What follows belongs to an exercise in optimizing a design on an open flow for small area and a short achievable clock period; a production flow would make more cautious choices.
Only simulation tests tie the RTL to the original design; equivalence was not proved.
Power is estimated from default activity; no workload was simulated.

<file path="config.mk">
export PLATFORM = sky130hd
export DESIGN_NAME = reversible_deque
export DESIGN_NICKNAME = reversible_deque
export VERILOG_FILES = /design/flow/design.v
export SDC_FILE = /design/flow/constraint.sdc
export NUM_CORES = 4
export LEC_CHECK = 0
export CAP_MARGIN = 20
export CORE_MARGIN = 2
export CORE_UTILIZATION = 40
export SETUP_SLACK_MARGIN = 2.0
export SLEW_MARGIN = 20
</file>
<file path="constraint.sdc">
create_clock -name core_clock -period 6.0 [get_ports {clk}]
set_input_delay 1.2000 -clock core_clock [delete_from_list [all_inputs] [get_ports {clk}]]
set_output_delay 1.2000 -clock core_clock [all_outputs]
set_load 0.01 [all_outputs]
</file>
<file path="design.v">
package rdq_pkg;
  localparam int unsigned DEPTH  = 256;
  localparam int unsigned AW     = 8;
  localparam int unsigned FW     = 9;
  localparam int unsigned KIND_W = 2;
  localparam int unsigned CHAR_W = 8;
  localparam int unsigned POS_W  = 10;
  localparam int unsigned STAT_W = 2;
  localparam int unsigned LEN_W  = 11;
  localparam int unsigned LO_W   = 4;
  localparam int unsigned HI_W   = AW - LO_W;
  localparam int unsigned NGRP   = 1 << HI_W;
  localparam int unsigned GSZ    = 1 << LO_W;
endpackage
module rdq_store (
  input  logic                                clk,
  input  logic [15:0]                         wf_hi,
  input  logic [15:0]                         wf_lo,
  input  logic [15:0]                         wb_hi,
  input  logic [15:0]                         wb_lo,
  input  logic [7:0]                          wdata,
  input  logic [7:0]                          raddr,
  output logic [7:0]                          rdata
);
  logic [7:0] mem [rdq_pkg::DEPTH];
  for (genvar i = 0; i < rdq_pkg::DEPTH; i++) begin : g_row
    logic we;
    assign we = (wf_hi[i / 16] & wf_lo[i % 16]) | (wb_hi[i / 16] & wb_lo[i % 16]);
    always_ff @(posedge clk) begin
      if (we) mem[i] <= wdata;
    end
  end
  logic [rdq_pkg::NGRP-1:0][7:0] cand;
  logic [rdq_pkg::NGRP-1:0][7:0] cand_q;
  logic [rdq_pkg::HI_W-1:0] hi_q;
  always_comb begin
    for (int g = 0; g < rdq_pkg::NGRP; g++) begin
      cand[g] = mem[g * rdq_pkg::GSZ + int'(raddr[rdq_pkg::LO_W-1:0])];
    end
  end
  always_ff @(posedge clk) begin
    cand_q <= cand;
    hi_q   <= raddr[rdq_pkg::AW-1:rdq_pkg::LO_W];
  end
  assign rdata = cand_q[hi_q];
endmodule
module rdq_ctrl (
  input  logic                         clk,
  input  logic                         rst,
  input  logic                         start,
  input  logic [1:0]                   kind,
  input  logic [9:0]                   position,
  output logic [15:0]                  wf_hi,     
  output logic [15:0]                  wf_lo,     
  output logic [15:0]                  wb_hi,     
  output logic [15:0]                  wb_lo,     
  output logic [7:0]                   raddr,
  output logic                         rd_ok,
  output logic [1:0]                   status_now,
  output logic [8:0]                   fill_now
);
  logic [7:0] head;    
  logic [7:0] back;    
  logic [8:0] fill;
  logic       rev;
  logic       full;
  logic [7:0] head_dec;
  logic       is_push, is_read, phys_back, push_ok;
  logic       pf, pb;
  assign full     = fill[8];
  assign head_dec = head - 8'd1;
  assign is_push  = kind[0] ^ kind[1];
  assign is_read  = kind[0] & kind[1];
  assign phys_back = kind[1] ^ rev;
  assign push_ok  = is_push & ~full;
  assign pf       = start & push_ok & ~phys_back;
  assign pb       = start & push_ok & phys_back;
  always_comb begin
    for (int h = 0; h < 16; h++) begin
      wf_hi[h] = pf & (head_dec[7:4] == 4'(h));
      wb_hi[h] = pb & (back[7:4] == 4'(h));
      wf_lo[h] = (head_dec[3:0] == 4'(h));
      wb_lo[h] = (back[3:0] == 4'(h));
    end
  end
  assign raddr = (rev ? back : head) + (position[7:0] ^ {8{rev}});
  assign rd_ok = is_read & ({1'b0, fill} > position);
  always_comb begin
    status_now = 2'd0;
    if (is_push & full) status_now = 2'd1;
    if (is_read & ~rd_ok) status_now = 2'd2;
  end
  assign fill_now = push_ok ? fill + 9'd1 : fill;
  always_ff @(posedge clk) begin
    if (rst) begin
      head <= '0;
      back <= '0;
      fill <= '0;
      rev  <= 1'b0;
    end else if (start) begin
      fill <= fill_now;
      if (kind == 2'd0) rev <= ~rev;
      if (push_ok) begin
        if (phys_back) back <= back + 8'd1;
        else           head <= head_dec;
      end
    end
  end
endmodule
module reversible_deque (
  input  logic                         clk,
  input  logic                         rst,
  input  logic                         start,
  output logic                         busy,
  input  logic [rdq_pkg::KIND_W-1:0]   kind,
  input  logic [rdq_pkg::CHAR_W-1:0]   char_in,
  input  logic [rdq_pkg::POS_W-1:0]    position,
  output logic                         done,
  output logic [rdq_pkg::CHAR_W-1:0]   data_out,
  output logic [rdq_pkg::STAT_W-1:0]   status,
  output logic [rdq_pkg::LEN_W-1:0]    length
);
  logic [15:0] wf_hi, wf_lo, wb_hi, wb_lo;
  logic [7:0]  raddr;
  logic        rd_ok;
  logic [1:0]  status_now;
  logic [8:0]  fill_now;
  logic [7:0]  rdata;
  logic [1:0]  status_q;
  logic [8:0]  length_q;
  logic        read_ok;
  assign busy = 1'b0;
  rdq_ctrl u_ctrl (
    .clk        (clk),
    .rst        (rst),
    .start      (start),
    .kind       (kind),
    .position   (position),
    .wf_hi      (wf_hi),
    .wf_lo      (wf_lo),
    .wb_hi      (wb_hi),
    .wb_lo      (wb_lo),
    .raddr      (raddr),
    .rd_ok      (rd_ok),
    .status_now (status_now),
    .fill_now   (fill_now)
  );
  rdq_store u_store (
    .clk   (clk),
    .wf_hi (wf_hi),
    .wf_lo (wf_lo),
    .wb_hi (wb_hi),
    .wb_lo (wb_lo),
    .wdata (char_in),
    .raddr (raddr),
    .rdata (rdata)
  );
  always_ff @(posedge clk) begin
    if (rst) done <= 1'b0;
    else     done <= start;
  end
  always_ff @(posedge clk) begin
    status_q <= status_now;
    length_q <= fill_now;
    read_ok  <= start & rd_ok;
  end
  assign data_out = read_ok ? rdata : 8'd0;
  assign status   = status_q;
  assign length   = {2'b00, length_q};
endmodule
</file>
<file path="run.sh">
#!/bin/bash
# synth_recipe.tcl (not shown) runs the flow's synth.tcl, then flattens the netlist and writes it again
# the make line also repeats each setting of config.mk as NAME=value (left out here)
make -C /OpenROAD-flow-scripts/flow DESIGN_CONFIG=/design/flow/config.mk WORK_HOME=/design/flow/orfs CLKGATE_MAP_FILE= SYNTH_SCRIPT=/design/flow/synth_recipe.tcl finish
</file>
==> results by group <==
Run status
  • Status: complete, no violations

Timing
  • Final Cycle Share: 0.712
  • Hold Fails Final Rpt: 0
  • Fin crit period: 4270 ps
  • Slew headroom: 0.121
  • Max Clock Freq: 234 MHz
  • Worst-Margin Slew: 1310 ps
  • Worst Skew: 50.1 ps
  • RSZ-0062 raised after global routing: true
  • WHS: 467 ps
  • TNS Setup: 0 ps
  • Setup WS post-layout: 1730 ps
  • Final Max Tran Viols: 0
  • Setup violations, final: 0

Global routing
  • Total grt overflow: 0
  • Initial antenna violation count: 22
  • Tot GR Track Use: 0.283
  • Number of global-route vias before repair: 55500
  • First-pass GRT wire length: 442 mm
  • Largest net degree at the start of global routing: 190

Clock tree
  • Reg clk slew, reported paths: 60 ps
  • Hold Buf Count CTS: 0
  • Sink Count: 2219
  • Clk root buf: clkbuf_16
  • Worst-Skew Late Latency: 900 ps
  • CTS buffer count: 217
  • CTS H-tree depth: 4
  • Maximum buffer depth of the clock tree: 3
  • TritonCTS clock tree: done

Job
  • Max_cap viols: 0

Pwr
  • Sw power: 12.5 mW
  • Final Power: 40.8 mW
  • Static leakage: 34.1 nW
  • Clock share of power: 0.345
  • Worst IR Drop VDD: 0.341 mV
  • Sw Ratio: 0.308
  • Cell Pwr Density: 397 nW/um^2
  • Combinational Power Share: 0.209
  • P_int: 28.2 mW
  • Share of power burned in registers: 0.446

Logic synthesis
  • Ys async rst share: 0
  • Xor and xnor area share after synthesis: 0.00550
  • Synth Area in Adders: 0.00411
  • Synth Register Bits: 2219
  • Seq/Total Area, Yosys: 0.745
  • Post-synth EDFFs: 2048
  • Synth Area in Simple Gates: 0.0661
  • Syn_area_per_cell: 15.3 sq um
  • Cells after Synth: 5710
  • Count of different cell masters after synthesis: 78
  • Post-synthesis mux area share: 0.0460
  • Syn. warnings: 4
  • Top FF cell, synth: edfxtp_1
  • Mapped cell area: 87100 sq um
  • Largest family of logic cells by synthesized area: compound AO/OA/AOI/OAI gates
  • Post-synthesis compound-gate area fraction: 0.110

Place
  • Post-Place Setup Slack: 646 ps
  • Dpl hpwl: 193 mm
  • Gpl congestion: 0.982
  • Port Buf Inserts: 42

Floorplanning
  • Die Ht: 471 um
  • CORE AREA: 217000 sq um
  • # IOs: 46
  • Die area: 222000 sq um
  • Rows: 171
  • Initial Util: 0.402
  • Die extent in x: 471 um

Detailed routing
  • WL final: 324 mm
  • Met1 Wirelength: 116 mm
  • Highest metal used: met5
  • Post-route ant nets: 0
  • Detailed-route wire length per cell: 35.3 um
  • Initial DRC Count: 10500
  • Routed wl met2: 140 mm
  • Post-route DRC: 0
  • TritonRoute pass-1 iters: 9
  • Via count: 59300
  • Vias per cell: 6.47
  • Met3 wire len: 45.5 mm

Critical path
  • Arr. time, crit path: 3070 ps
  • Crit path from: u_store.hi_q[0]
  • CP endpoint kind: output pin
  • RR Startpoint: u_ctrl.rev
  • Data required, critical path: 4800 ps
  • WS Path Type: flip-flop to output pin
  • CP Launch Type: flip-flop
  • CP max FO: 8

Min path
  • Hold Crit Class: flip-flop to flip-flop
  • Hold Path Origin: u_store.mem[225][4]

Layout
  • Final Util: 0.473
  • Area Growth Syn to Fin: 17.8%
  • Final net count: 6152
  • Share of cells above drive strength 1: 0.189
-- power groups by stage --
stage / Clock, mW / Combinational [mW] / Sequential (mW)
after global routing: 14.7 / 8.65 / 18.1
after detailed placement: 0 / 7.70 / 18.4
final: 14.0 / 8.52 / 18.2
after global placement: 0 / 7.63 / 18.4
after CTS: 14.1 / 8.09 / 18.1
after floorplan: 0 / 4.09 / 17.8
-- cell type report --
class / count / area (sq um)
repair buffers: 616 / 5920
multi-input cells: 3025 / 20700
flip-flops and latches: 2219 / 64900
inverters: 22 / 95.1
clock buffers: 304 / 6120
well taps: 2854 / 3570
diodes: 16 / 40.0
clock inverters: 109 / 1260
fillers: 18500 / 114000
-- synth_stat cells (all sizes together) (7+ instances only) --
cell type  number  area (sq um)
or4            14           113
nand2         493          1920
o221ai         18           158
inv            22          82.6
and3          134           838
a22oi         136          1020
buf           210          1050
a31oi         105           657
and2           11          70.1
edfxtp       2048         61500
a22o           52           455
mux2i         173          1730
a222oi         45           450
a211o          20           175
xnor2          22           200
a2111oi        18           158
o31a            8          70.1
xor2           31           279
nand2b         11          68.8
o21ai         197           986
o22ai         313          1960
nor3           23           120
a311oi         17           149
o2111ai         7          61.3
dfxtp         171          3420
o211ai         42           315
clkbuf        236           886
mux4           67          1510
nor4            9          56.3
nand4          50           313
mux2           68           766
a311o          13           130
and4            9          78.8
nand3         248          1240
or3            13          81.3
a211oi         15           118
nor2          174           661
nor2b          12          75.1
a31o           14           123
a221oi         70           613
ha             27           338
a21oi         253          1270
a221o          37           370
-- registers in the layout, indices dropped and copies added, names as in the netlist, 2 cells and up --
signal / cells
u_store.mem: 2048
u_store.cand_q: 128
length_q: 9
u_ctrl.fill: 9
u_ctrl.back: 8
u_ctrl.head: 8
u_store.hi_q: 4
status_q: 2
-- critical path: stages, from the launching register on --
cell and delay [ps]:
dfxtp_4 450, buf_12 150, buf_12 140, mux4_2 560
mux4_2 490, and2_4 230, buf_6 130
-- repair_timing --
action	in CTS	in global routing
cloned	6	5
buffers inserted	39	3
endpoints found under the hold margin	0	0
endpoints found under the setup margin	452	325
resized for setup	106	33
pin swaps	6	4
-- cell families after synthesis --
logic type	Yosys count
flops	2219
compound gates	1417
buf+inv	468
simple gates	1216
fa+ha+maj	28
mux	308
other cells	1
xor+xnor	53
-- stage by stage --
| step | cells | instance area, sq um |
|---|---|---|
| after CTS | 9141 | 102000 |
| after global routing | 9154 | 103000 |
| after detailed placement | 8683 | 94100 |
| final | 9165 | 103000 |
| after global placement | 8683 | 94000 |
| after floorplan | 5712 | 87100 |
-- cell usage in the layout (no fill, tap or decap), drive strengths merged, types with 14 or more instances in the layout --
cell type,count
a2111oi,18
a211o,20
a211oi,15
a21oi,253
a221o,37
a221oi,70
a222oi,45
a22o,52
a22oi,136
a311oi,17
a31o,14
a31oi,105
and3,134
buf,578
bufinv,19
clkbuf,311
clkdlybuf4s50,24
clkinv,73
dfxtp,171
diode,16
edfxtp,2048
ha,27
inv,28
mux2,68
mux2i,173
mux4,67
nand2,493
nand3,248
nand4,50
nor2,174
nor3,23
o211ai,42
o21ai,197
o221ai,18
o22ai,313
or4,14
xnor2,22
xor2,31
-- path summary, 6_finish.rpt --
kind                            slack (ps)  depth (start not counted)                  end
worst max-delay path                  1730                          6          data_out[1]
worst min register to register         470                          1  u_store.cand_q[116]
worst min-delay path                   470                          1  u_store.cand_q[116]
worst max register to register        2010                         11   u_store.cand_q[20]
-- layer usage --
layer / GRT usage / vias to the layer above
li1: - / 23600
met1: 0.368 / 29800
met2: 0.413 / 4823
met3: 0.0916 / 1005
met4: 0.165 / 20
met5: 0.00562 / -

-- separate check: timing with driven ports --
No port has a modelled driver above. Below, the same layout with a new extraction and two added sets of constraints. Step 1 sets driving cells, clkbuf_16 on the clock port and buf_2 on the other inputs (assumed; they add their load-dependent delay and slew). Step 2 times the ports against the registers' clock, not the clock port: input delays grow and output delays shrink by t, the midpoint of the rising clock arrivals with the driver on. a / b / c = ideal ports / drivers / drivers and shift; a / b = the first two.
shift t [ns]: 0.970
setup slack, ns: 1.731 / 1.634 / 1.087
worst setup path after step 2: input to register
latest minus earliest clock arrival (ns): 0.054 / 0.053
After both steps setup and hold are still met in this run. For this run, drivers alone change the setup slack by -0.097 ns; drivers and shift together by -0.644 ns.
